Source: an optimization exercise on an open RTL-to-GDS flow (aim: small area, a short achievable clock period and few clock cycles per item). Production flows keep margins and buffers that such runs may drop.
Where RTL was checked, it was by simulation tests only, not by an equivalence proof against the original.
Power is estimated from default activity; no workload was simulated.

==> exp/fjord: inputs <==
## touch_median_calibrate_map
module touch_median_calibrate_map #(
  parameter int RAW_BITS = 12
) (
  input  logic                                  clk,
  input  logic                                  rst_n,
  input  logic                                  in_tvalid,
  output logic                                  in_tready,
  input  logic [((3*RAW_BITS+7)/8)*8-1:0]       in_tdata,
  output logic                                  out_tvalid,
  input  logic                                  out_tready,
  output logic [23:0]                           out_tdata,
  output logic                                  out_tuser,
  input  logic                                  cfg_psel,
  input  logic                                  cfg_penable,
  input  logic                                  cfg_pwrite,
  input  logic [tmcm_pkg::CFG_ADDR_BITS-1:0]    cfg_paddr,
  input  logic [tmcm_pkg::CFG_DATA_BITS-1:0]    cfg_pwdata,
  output logic [tmcm_pkg::CFG_DATA_BITS-1:0]    cfg_prdata,
  output logic                                  cfg_pready
);
==> module tmcm_median, before the edit <==
module tmcm_median #(
  parameter int RAW_BITS = 12
) (
  input  logic                clk,
  input  logic                rst_n,
  input  logic                fire,
  input  logic [RAW_BITS-1:0] sx,
  input  logic [RAW_BITS-1:0] sy,
  input  logic [RAW_BITS-1:0] sz,
  input  logic [RAW_BITS-1:0] thr,
  input  logic                low_z,
  output logic [1:0]          phase,
  output logic [RAW_BITS-1:0] mx,
  output logic [RAW_BITS-1:0] my,
  output logic                touched
);
  logic [1:0]          phase_r;
  logic [RAW_BITS-1:0] hx0_r, hx1_r, hy0_r, hy1_r;
  logic                ltx_r, lty_r;
  logic                hz0_r, hz1_r;
  logic                t_r;
  logic                zpass;
  logic                x_a, x_b, y_a, y_b;
  function automatic logic [1:0] med_pick(
    input logic ab,
    input logic ac,
    input logic bc
  );
    med_pick = {ab ^ ac, ab == bc};
  endfunction
  logic x_0s, x_1s, y_0s, y_1s;
  assign x_0s = (hx0_r < sx);
  assign x_1s = (hx1_r < sx);
  assign y_0s = (hy0_r < sy);
  assign y_1s = (hy1_r < sy);
  assign zpass = ~((sz ^ {RAW_BITS{low_z}}) < (thr ^ {RAW_BITS{low_z}}));
  assign phase = phase_r;
  assign {x_a, x_b} = med_pick(ltx_r, x_0s, x_1s);
  assign {y_a, y_b} = med_pick(lty_r, y_0s, y_1s);
  always_ff @(posedge clk) begin
    if (!rst_n) phase_r <= 2'd0;
    else if (fire) phase_r <= phase_r[1] ? 2'd0 : phase_r + 2'd1;
  end
  always_ff @(posedge clk) begin
    if (fire && phase_r == 2'd0) begin
      hx0_r <= sx;
      hy0_r <= sy;
      hz0_r <= zpass;
    end
    if (fire && phase_r == 2'd1) begin
      hz1_r <= zpass;
      ltx_r <= x_0s;
      lty_r <= y_0s;
    end
    if (fire && (phase_r == 2'd1 || (phase_r[1] && (x_a || !x_b))))
      hx1_r <= (phase_r[1] && x_a) ? hx0_r : sx;
    if (fire && (phase_r == 2'd1 || (phase_r[1] && (y_a || !y_b))))
      hy1_r <= (phase_r[1] && y_a) ? hy0_r : sy;
    if (fire && phase_r[1])
      t_r <= (hz0_r & hz1_r) | (hz0_r & zpass) | (hz1_r & zpass);
  end
  assign mx = hx1_r;
  assign my = hy1_r;
  assign touched = t_r;
endmodule
==> module tmcm_regs, before the edit <==
module tmcm_regs #(
  parameter int RAW_BITS = 12
) (
  input  logic                                  clk,
  input  logic                                  rst_n,
  input  logic                                  psel,
  input  logic                                  penable,
  input  logic                                  pwrite,
  input  logic [tmcm_pkg::CFG_ADDR_BITS-1:0]    paddr,
  input  logic [tmcm_pkg::CFG_DATA_BITS-1:0]    pwdata,
  output logic [tmcm_pkg::CFG_DATA_BITS-1:0]    prdata,
  output logic [RAW_BITS-1:0]                   raw_min_x,
  output logic [RAW_BITS-1:0]                   raw_max_x,
  output logic [RAW_BITS-1:0]                   raw_min_y,
  output logic [RAW_BITS-1:0]                   raw_max_y,
  output logic [RAW_BITS-1:0]                   press_thr,
  output logic [3:0]                            orient,
  output logic [tmcm_pkg::SCR_BITS-1:0]         scr_max_x,
  output logic [tmcm_pkg::SCR_BITS-1:0]         scr_max_y
);
  localparam int DW = tmcm_pkg::CFG_DATA_BITS;
  logic [RAW_BITS-1:0] raw_min_x_r, raw_max_x_r, raw_min_y_r, raw_max_y_r, press_thr_r;
  logic [3:0] orient_r;
  logic [tmcm_pkg::SCR_BITS-1:0] scr_max_x_r, scr_max_y_r;
  logic [tmcm_pkg::REG_IDX_BITS-1:0] idx;
  logic wr_en;
  assign idx = paddr[tmcm_pkg::CFG_ADDR_BITS-1:2];
  assign wr_en = psel & penable & pwrite;
  always_ff @(posedge clk) begin
    if (!rst_n) begin
      raw_min_x_r <= RAW_BITS'(tmcm_pkg::RST_RAW_MIN);
      raw_max_x_r <= RAW_BITS'(tmcm_pkg::RST_RAW_MAX);
      raw_min_y_r <= RAW_BITS'(tmcm_pkg::RST_RAW_MIN);
      raw_max_y_r <= RAW_BITS'(tmcm_pkg::RST_RAW_MAX);
      press_thr_r <= RAW_BITS'(tmcm_pkg::RST_PRESS_THR);
      orient_r    <= tmcm_pkg::RST_ORIENT;
      scr_max_x_r <= tmcm_pkg::RST_SCR_MAX_X;
      scr_max_y_r <= tmcm_pkg::RST_SCR_MAX_Y;
    end else if (wr_en) begin
      case (idx)
        tmcm_pkg::REG_RAW_MIN_X: raw_min_x_r <= pwdata[RAW_BITS-1:0];
        tmcm_pkg::REG_RAW_MAX_X: raw_max_x_r <= pwdata[RAW_BITS-1:0];
        tmcm_pkg::REG_RAW_MIN_Y: raw_min_y_r <= pwdata[RAW_BITS-1:0];
        tmcm_pkg::REG_RAW_MAX_Y: raw_max_y_r <= pwdata[RAW_BITS-1:0];
        tmcm_pkg::REG_PRESS_THR: press_thr_r <= pwdata[RAW_BITS-1:0];
        tmcm_pkg::REG_ORIENT:    orient_r    <= pwdata[3:0];
        tmcm_pkg::REG_SCR_MAX_X: scr_max_x_r <= pwdata[tmcm_pkg::SCR_BITS-1:0];
        tmcm_pkg::REG_SCR_MAX_Y: scr_max_y_r <= pwdata[tmcm_pkg::SCR_BITS-1:0];
        default: ;
      endcase
    end
  end
  always_comb begin
    case (idx)
      tmcm_pkg::REG_RAW_MIN_X: prdata = DW'(raw_min_x_r);
      tmcm_pkg::REG_RAW_MAX_X: prdata = DW'(raw_max_x_r);
      tmcm_pkg::REG_RAW_MIN_Y: prdata = DW'(raw_min_y_r);
      tmcm_pkg::REG_RAW_MAX_Y: prdata = DW'(raw_max_y_r);
      tmcm_pkg::REG_PRESS_THR: prdata = DW'(press_thr_r);
      tmcm_pkg::REG_ORIENT:    prdata = DW'(orient_r);
      tmcm_pkg::REG_SCR_MAX_X: prdata = DW'(scr_max_x_r);
      tmcm_pkg::REG_SCR_MAX_Y: prdata = DW'(scr_max_y_r);
      default:                 prdata = '0;
    endcase
  end
  assign raw_min_x = raw_min_x_r;
  assign raw_max_x = raw_max_x_r;
  assign raw_min_y = raw_min_y_r;
  assign raw_max_y = raw_max_y_r;
  assign press_thr = press_thr_r;
  assign orient    = orient_r;
  assign scr_max_x = scr_max_x_r;
  assign scr_max_y = scr_max_y_r;
endmodule
clock: 7.0 ns
lec_check: 0
cap_margin: 20
core_margin: 2
core_utilization: 40
setup_slack_margin: 2.95
slew_margin: 20
tns_end_percent: 10
run.sh (not shown) runs the stock make flow with config.mk's settings and CLKGATE_MAP_FILE= SYNTH_SCRIPT=/design/flow/synth_recipe.tcl, a recipe that flattens the netlist after the stock synthesis.
==> exp/harbor: changes against exp/fjord <==
--- a/flow/design.v
+++ b/flow/design.v
@@ -122,17 +122,16 @@
   function automatic logic [1:0] med_pick(
-    input logic ab,
-    input logic ac,
-    input logic bc
+    input logic [RAW_BITS-1:0] a,
+    input logic [RAW_BITS-1:0] b,
+    input logic [RAW_BITS-1:0] c,
+    input logic                ab
   );
+    logic ac, bc;
+    ac = (a < c);
+    bc = (b < c);
     med_pick = {ab ^ ac, ab == bc};
   endfunction
-  logic x_0s, x_1s, y_0s, y_1s;
-  assign x_0s = (hx0_r < sx);
-  assign x_1s = (hx1_r < sx);
-  assign y_0s = (hy0_r < sy);
-  assign y_1s = (hy1_r < sy);
   assign zpass = ~((sz ^ {RAW_BITS{low_z}}) < (thr ^ {RAW_BITS{low_z}}));
   assign phase = phase_r;
-  assign {x_a, x_b} = med_pick(ltx_r, x_0s, x_1s);
-  assign {y_a, y_b} = med_pick(lty_r, y_0s, y_1s);
+  assign {x_a, x_b} = med_pick(hx0_r, hx1_r, sx, ltx_r);
+  assign {y_a, y_b} = med_pick(hy0_r, hy1_r, sy, lty_r);
   always_ff @(posedge clk) begin
@@ -149,4 +148,4 @@
       hz1_r <= zpass;
-      ltx_r <= x_0s;
-      lty_r <= y_0s;
+      ltx_r <= (hx0_r < sx);
+      lty_r <= (hy0_r < sy);
     end
--- a/flow/config.mk
+++ b/flow/config.mk
@@ -9,5 +9,4 @@
 export CORE_MARGIN = 2
-export CORE_UTILIZATION = 40
+export CORE_UTILIZATION = 65
 export SETUP_SLACK_MARGIN = 2.95
 export SLEW_MARGIN = 20
-export TNS_END_PERCENT = 10
==> exp/juniper: changes against exp/fjord <==
--- a/flow/design.v
+++ b/flow/design.v
@@ -52,25 +52,22 @@
   assign wr_en = psel & penable & pwrite;
+  localparam int DB = RAW_BITS;
+  logic [DB-1:0] wd0, wd1;
+  logic [7:0]    en;
+  assign wd0 = pwdata[DB-1:0] & {DB{rst_n}};
+  assign wd1 = pwdata[DB-1:0] | {DB{~rst_n}};
+  function automatic logic [DB-1:0] pick(input logic [DB-1:0] rv);
+    for (int i = 0; i < DB; i++) pick[i] = rv[i] ? wd1[i] : wd0[i];
+  endfunction
+  always_comb begin
+    for (int i = 0; i < 8; i++) en[i] = ~rst_n | (wr_en & (idx == i[2:0]));
+  end
   always_ff @(posedge clk) begin
-    if (!rst_n) begin
-      raw_min_x_r <= RAW_BITS'(tmcm_pkg::RST_RAW_MIN);
-      raw_max_x_r <= RAW_BITS'(tmcm_pkg::RST_RAW_MAX);
-      raw_min_y_r <= RAW_BITS'(tmcm_pkg::RST_RAW_MIN);
-      raw_max_y_r <= RAW_BITS'(tmcm_pkg::RST_RAW_MAX);
-      press_thr_r <= RAW_BITS'(tmcm_pkg::RST_PRESS_THR);
-      orient_r    <= tmcm_pkg::RST_ORIENT;
-      scr_max_x_r <= tmcm_pkg::RST_SCR_MAX_X;
-      scr_max_y_r <= tmcm_pkg::RST_SCR_MAX_Y;
-    end else if (wr_en) begin
-      case (idx)
-        tmcm_pkg::REG_RAW_MIN_X: raw_min_x_r <= pwdata[RAW_BITS-1:0];
-        tmcm_pkg::REG_RAW_MAX_X: raw_max_x_r <= pwdata[RAW_BITS-1:0];
-        tmcm_pkg::REG_RAW_MIN_Y: raw_min_y_r <= pwdata[RAW_BITS-1:0];
-        tmcm_pkg::REG_RAW_MAX_Y: raw_max_y_r <= pwdata[RAW_BITS-1:0];
-        tmcm_pkg::REG_PRESS_THR: press_thr_r <= pwdata[RAW_BITS-1:0];
-        tmcm_pkg::REG_ORIENT:    orient_r    <= pwdata[3:0];
-        tmcm_pkg::REG_SCR_MAX_X: scr_max_x_r <= pwdata[tmcm_pkg::SCR_BITS-1:0];
-        tmcm_pkg::REG_SCR_MAX_Y: scr_max_y_r <= pwdata[tmcm_pkg::SCR_BITS-1:0];
-        default: ;
-      endcase
-    end
+    if (en[tmcm_pkg::REG_RAW_MIN_X]) raw_min_x_r <= pick(DB'(tmcm_pkg::RST_RAW_MIN));
+    if (en[tmcm_pkg::REG_RAW_MAX_X]) raw_max_x_r <= pick(DB'(tmcm_pkg::RST_RAW_MAX));
+    if (en[tmcm_pkg::REG_RAW_MIN_Y]) raw_min_y_r <= pick(DB'(tmcm_pkg::RST_RAW_MIN));
+    if (en[tmcm_pkg::REG_RAW_MAX_Y]) raw_max_y_r <= pick(DB'(tmcm_pkg::RST_RAW_MAX));
+    if (en[tmcm_pkg::REG_PRESS_THR]) press_thr_r <= pick(DB'(tmcm_pkg::RST_PRESS_THR));
+    if (en[tmcm_pkg::REG_ORIENT])    orient_r    <= pick(DB'(tmcm_pkg::RST_ORIENT)) & 4'hF;
+    if (en[tmcm_pkg::REG_SCR_MAX_X]) scr_max_x_r <= pick(DB'(tmcm_pkg::RST_SCR_MAX_X));
+    if (en[tmcm_pkg::REG_SCR_MAX_Y]) scr_max_y_r <= pick(DB'(tmcm_pkg::RST_SCR_MAX_Y));
   end
@@ -122,17 +119,16 @@
   function automatic logic [1:0] med_pick(
-    input logic ab,
-    input logic ac,
-    input logic bc
+    input logic [RAW_BITS-1:0] a,
+    input logic [RAW_BITS-1:0] b,
+    input logic [RAW_BITS-1:0] c,
+    input logic                ab
   );
+    logic ac, bc;
+    ac = (a < c);
+    bc = (b < c);
     med_pick = {ab ^ ac, ab == bc};
   endfunction
-  logic x_0s, x_1s, y_0s, y_1s;
-  assign x_0s = (hx0_r < sx);
-  assign x_1s = (hx1_r < sx);
-  assign y_0s = (hy0_r < sy);
-  assign y_1s = (hy1_r < sy);
   assign zpass = ~((sz ^ {RAW_BITS{low_z}}) < (thr ^ {RAW_BITS{low_z}}));
   assign phase = phase_r;
-  assign {x_a, x_b} = med_pick(ltx_r, x_0s, x_1s);
-  assign {y_a, y_b} = med_pick(lty_r, y_0s, y_1s);
+  assign {x_a, x_b} = med_pick(hx0_r, hx1_r, sx, ltx_r);
+  assign {y_a, y_b} = med_pick(hy0_r, hy1_r, sy, lty_r);
   always_ff @(posedge clk) begin
@@ -149,4 +145,4 @@
       hz1_r <= zpass;
-      ltx_r <= x_0s;
-      lty_r <= y_0s;
+      ltx_r <= (hx0_r < sx);
+      lty_r <= (hy0_r < sy);
     end
--- a/flow/config.mk
+++ b/flow/config.mk
@@ -10,4 +10,5 @@
 export CORE_UTILIZATION = 40
+export CTS_BUF_LIST = sky130_fd_sc_hd__clkbuf_4 sky130_fd_sc_hd__clkbuf_8
+export CTS_CLUSTER_SIZE = 40
 export SETUP_SLACK_MARGIN = 2.95
 export SLEW_MARGIN = 20
-export TNS_END_PERCENT = 10
==> summary.txt <==
exp/fjord went through all stages and came out clean. exp/juniper ran to the end with no violations. exp/harbor finished clean.
First-iteration DRC count, highest first: exp/harbor, exp/fjord, exp/juniper.
The highest design area belongs to exp/juniper, the lowest to exp/harbor.
Sequential cell count is the same in exp/fjord and exp/juniper.
Of exp/fjord and exp/harbor, exp/fjord has the higher register-to-register slack (gap 0.03 ns).
Total power: exp/harbor < exp/fjord < exp/juniper.
Testbench counts of exp/harbor, summed over its fixed seeds: cycles 19,520, items 6,400.
For exp/fjord and exp/juniper, only the layout was checked, not whether the RTL still works.

-- port drivers added, routing unchanged --
How much do the figures lean on ideal ports? The routed layouts below were timed once more, with nothing changed but the port constraints. Step 1, drivers: a clkbuf_16 drives clk and a buf_2 each remaining input, both assumed. Step 2 times the ports against the registers' clock, not the clock port: input delays grow and output delays shrink by t, the midpoint of the rising clock arrivals with the driver on. a / b / c = ideal / step 1 / step 2; a / b = the first two.
run | shift t [ns] | slack for setup (ns) | worst hold slack (ns) | worst data-port slew with drivers (ns)
exp/fjord | 0.647 | 2.881 / 2.737 / 2.369 | 0.419 / 0.419 / 0.419 | 0.16
exp/harbor | 0.647 | 2.901 / 2.838 / 2.397 | 0.446 / 0.446 / 0.446 | 0.14
exp/juniper | 0.706 | 2.806 / 2.742 / 2.315 | 0.429 / 0.429 / 0.429 | 0.07
After both steps setup and hold are still met in every run listed. The setup slack of exp/fjord, which loses most, moves by -0.144 ns with the drivers and by -0.512 ns with both steps.
